What follows belongs to an exercise in optimizing a design on an open flow for small area, a short achievable clock period and few clock cycles per item; a production flow would make more cautious choices. Where RTL was checked, it was by simulation tests only, not by an equivalence proof against the original. Power figures rest on the tool's default switching activity, not on a simulated workload.

## classifier
module classifier
(
   input  logic        clk,
   input  logic        local_rst,
   output logic        addr_valid,
   input  logic        addr_ready,
   output logic [20:0] addr,
   input  logic        din_valid,
   output logic        din_ready,
   input  logic [41:0] din,
   input  logic        stddev_valid,
   output logic        stddev_ready,
   input  logic [15:0] stddev,
   output logic        result_valid,
   input  logic        result_ready,
   output logic        result
);
   logic [5:0]  ic;
   logic [2:0]  fd;
   logic [1:0]  cr;
   logic        dall;
   logic [19:0] sr;
   logic [19:0] cr_;
   logic        xa;
   logic        xb;
   logic        sd_seen;
   logic        clear;
   logic        x_new;
   logic        pass0;
   logic        pass1;
   logic        pass2;
   logic        at8;
   logic        at20;
   logic        at32;
   logic        ic_stop;
   localparam logic [31:0] ADDR_B0 = 32'h00000000;
   localparam logic [31:0] ADDR_B1 = 32'h00000000;
   localparam logic [31:0] ADDR_B2 = 32'h00060000;
   localparam logic [31:0] ADDR_B3 = 32'h00070000;
   localparam logic [31:0] ADDR_B4 = 32'h00080000;
   localparam logic [31:0] ADDR_B5 = 32'h00030000;
   localparam logic [31:0] ADDR_B6 = 32'h000c0000;
   localparam logic [31:0] ADDR_B7 = 32'h00000000;
   localparam logic [31:0] ADDR_B8 = 32'hac905300;
   localparam logic [31:0] ADDR_B9 = 32'hff16acac;
   localparam logic [31:0] ADDR_B10 = 32'hca18caca;
   localparam logic [31:0] ADDR_B11 = 32'h0cd00300;
   localparam logic [31:0] ADDR_B12 = 32'h0fec0c0c;
   localparam logic [31:0] ADDR_B13 = 32'hc000c0c0;
   localparam logic [31:0] ADDR_B14 = 32'h00000000;
   localparam logic [31:0] ADDR_B15 = 32'h0000ac00;
   localparam logic [31:0] ADDR_B16 = 32'h5390ac00;
   localparam logic [31:0] ADDR_B17 = 32'h66e6ca66;
   localparam logic [31:0] ADDR_B18 = 32'h88f80c88;
   localparam logic [31:0] ADDR_B19 = 32'h03c00c00;
   localparam logic [31:0] ADDR_B20 = 32'hcc0cc0cc;
   assign addr[0] = ADDR_B0[ic[4:0]];
   assign addr[1] = ADDR_B1[ic[4:0]];
   assign addr[2] = ADDR_B2[ic[4:0]];
   assign addr[3] = ADDR_B3[ic[4:0]];
   assign addr[4] = ADDR_B4[ic[4:0]];
   assign addr[5] = ADDR_B5[ic[4:0]];
  ...
clock: 9.0 ns
lec_check: 0
abc_area: 1
cap_margin: 20
core_margin: 2
core_utilization: 40
setup_slack_margin: 5
slew_margin: 20
synth_hierarchical: 1
standard.sh (not shown) runs the stock make flow with config.mk's settings and CLKGATE_MAP_FILE= SYNTH_SCRIPT=/design/flow/synth_recipe.tcl, a recipe that flattens the netlist after the stock synthesis.
==> flow/flow/run.sh <==
#!/bin/bash
# Standard layout, with the smallest buffer on the ports.
set -euo pipefail
export BUFFER_PORTS_ARGS="-buffer_cell sky130_fd_sc_hd__buf_1"
bash standard.sh finish > standard_finish.log 2>&1
Change:
--- a/flow/design.v
+++ b/flow/design.v
@@ -13,17 +13,17 @@
    output logic        stddev_ready,
    input  logic [15:0] stddev,
    output logic        result_valid,
    input  logic        result_ready,
    output logic        result
 );
    logic [5:0]  ic;
    logic [2:0]  fd;
-   logic [1:0]  cr;
+   logic [3:0]  cr;
    logic        dall;
    logic [19:0] sr;
    logic [19:0] cr_;
    logic        xa;
    logic        xb;
    logic        sd_seen;
    logic        clear;
    logic        x_new;
@@ -149,18 +149,18 @@
    assign pt2_1 = pt1_3 & pt1_2;
    assign pg3_0 = pg2_1 | (pt2_1 & pg2_0);
    assign pt3_0 = pt2_1 & pt2_0;
    assign pg4_0 = pg1_4 | (pt1_4 & pg3_0);
    assign x_new = ~(sr[19] ^ cr_[19] ^ pg4_0);
    assign pass0 = xb | x_new;                                            
    assign pass1 = (xb & ~(xa & x_new)) | ~(xa | xb | x_new);             
    assign pass2 = x_new | (xa & ~xb);                                    
-   assign at8  = (ic == 6'd8)  & (fd == 3'd2) & first;
-   assign at20 = (ic == 6'd20) & (fd == 3'd5) & first;
+   assign at8  = (ic == 6'd8)  & (fd == 3'd2) & cr[0];
+   assign at20 = (ic == 6'd20) & (fd == 3'd5) & cr[0];
    assign at32 = dall;
    assign ic_stop    = (ic == 6'd8) | (ic == 6'd20) | ic[5];
    assign addr_valid = ~ic_stop | (at8 & pass0) | (at20 & pass1);
    assign result_valid = (at8 & ~pass0) | (at20 & ~pass1) | at32;
    assign result       = at32 & pass2;
    assign stddev_ready = result_valid;
    assign din_ready    = sd_seen;
    assign clear        = result_valid & result_ready;
@@ -185,18 +185,18 @@
    logic        k1;
    logic [19:0] s1;
    logic [19:0] c1;
    logic [19:0] s2;
    logic [19:0] c2;
    logic [19:0] s_next;
    logic [19:0] c_next;
    assign f     = fd;
-   assign first = (cr == 2'd0);
-   assign cn0   = cr[0];
+   assign first = cr[0];
+   assign cn0   = cr[1] | cr[3];
    assign d0    = din[41:28];
    assign d1    = din[27:14];
    assign d2    = din[13:0];
    assign b0 = {6'h3f, d0};
    assign b1 = {5'h1f, ~d1, 1'b1};
    always_comb begin
       case (f)
          3'd2, 3'd3, 3'd5: b2 = ~{6'd0, d1};
@@ -234,29 +234,29 @@
    csa3 #(.W(16)) u_csa3 (.a(s2[15:0]), .b(c2[15:0]), .c(c1[15:0]), .s(s_next[15:0]), .y(y3));
    assign s_next[19:16] = ~(s2[19:16] ^ c2[19:16]);
    assign hy3           = {s2[19:16] | c2[19:16], y3};
    assign c_next = {hy3[18:0], 1'b1};
    always_ff @(posedge clk) begin
       if (local_rst || clear) begin
          ic      <= '0;
          fd      <= '0;
-         cr      <= 2'd0;
+         cr      <= 4'b0001;
          dall    <= 1'b0;
          sd_seen <= 1'b0;
       end else begin
          if (stddev_valid) begin
             sd_seen <= 1'b1;
          end
          if (addr_valid && addr_ready) begin
             ic <= ic + 6'd1;
          end
          if (din_valid && din_ready) begin
-            cr <= cr + 2'd1;
-            if (cr == 2'd3) begin
+            cr <= {cr[2:0], cr[3]};
+            if (cr[3]) begin
                fd <= fd + 3'd1;
                if (fd == 3'd7) begin
                   dall <= 1'b1;
                end
             end
          end
       end
    end
Via count came out higher by 1.3%.
Critical path depth came out lower by 5.
Worst setup slack is better by 0.15 ns.
Power came out lower by 0.79%.
Wire length came out lower by 3.7%.
Core utilization came out higher by 0.39 points.
Non-clock buffer count came out higher by 2.
Cell area came out higher by 1.7%.
Combinational power came out lower by about 4%.
Die area came out higher by 1.6%.
Worst hold slack is worse by 0.0053 ns.
Testbench counts after the change, summed over its fixed seeds: cycles 82,658, windows 4,800.
The RTL of the first run of this note was laid out without a check of its function.

afterwards: timing with drivers on the ports:
The flow's constraints put no driver on any port. The routed layouts listed below were extracted and timed again, unchanged, in two steps. Step 1: set_driving_cell puts a clkbuf_16 on clk and a buf_2 on each other input, an assumption about the parent block. Step 2 adds t to the input delays and takes it off the output delays; t is the mean of the earliest and latest rising clock arrival at the registers after step 1. Input paths then give back, and output paths get back, about the clock's delay inside the block. a / b / c = ideal / step 1 / step 2; a / b = the first two.
run | t (ns) | setup WS [ns] | slew at the worst register clock pin (ns) | worst slew at a driven data input, ns | pins driven straight from the clock port
the first run | 0.345 | 5.064 / 5.026 / 5.127 | 0.09 / 0.09 | 0.06 | 1
the second run | 0.330 | 5.211 / 5.177 / 5.118 | 0.07 / 0.07 | 0.04 | 1
After both steps setup and hold are still met in every run listed. For the second run, which loses most, drivers alone change the setup slack by -0.034 ns; drivers and shift together by -0.093 ns.
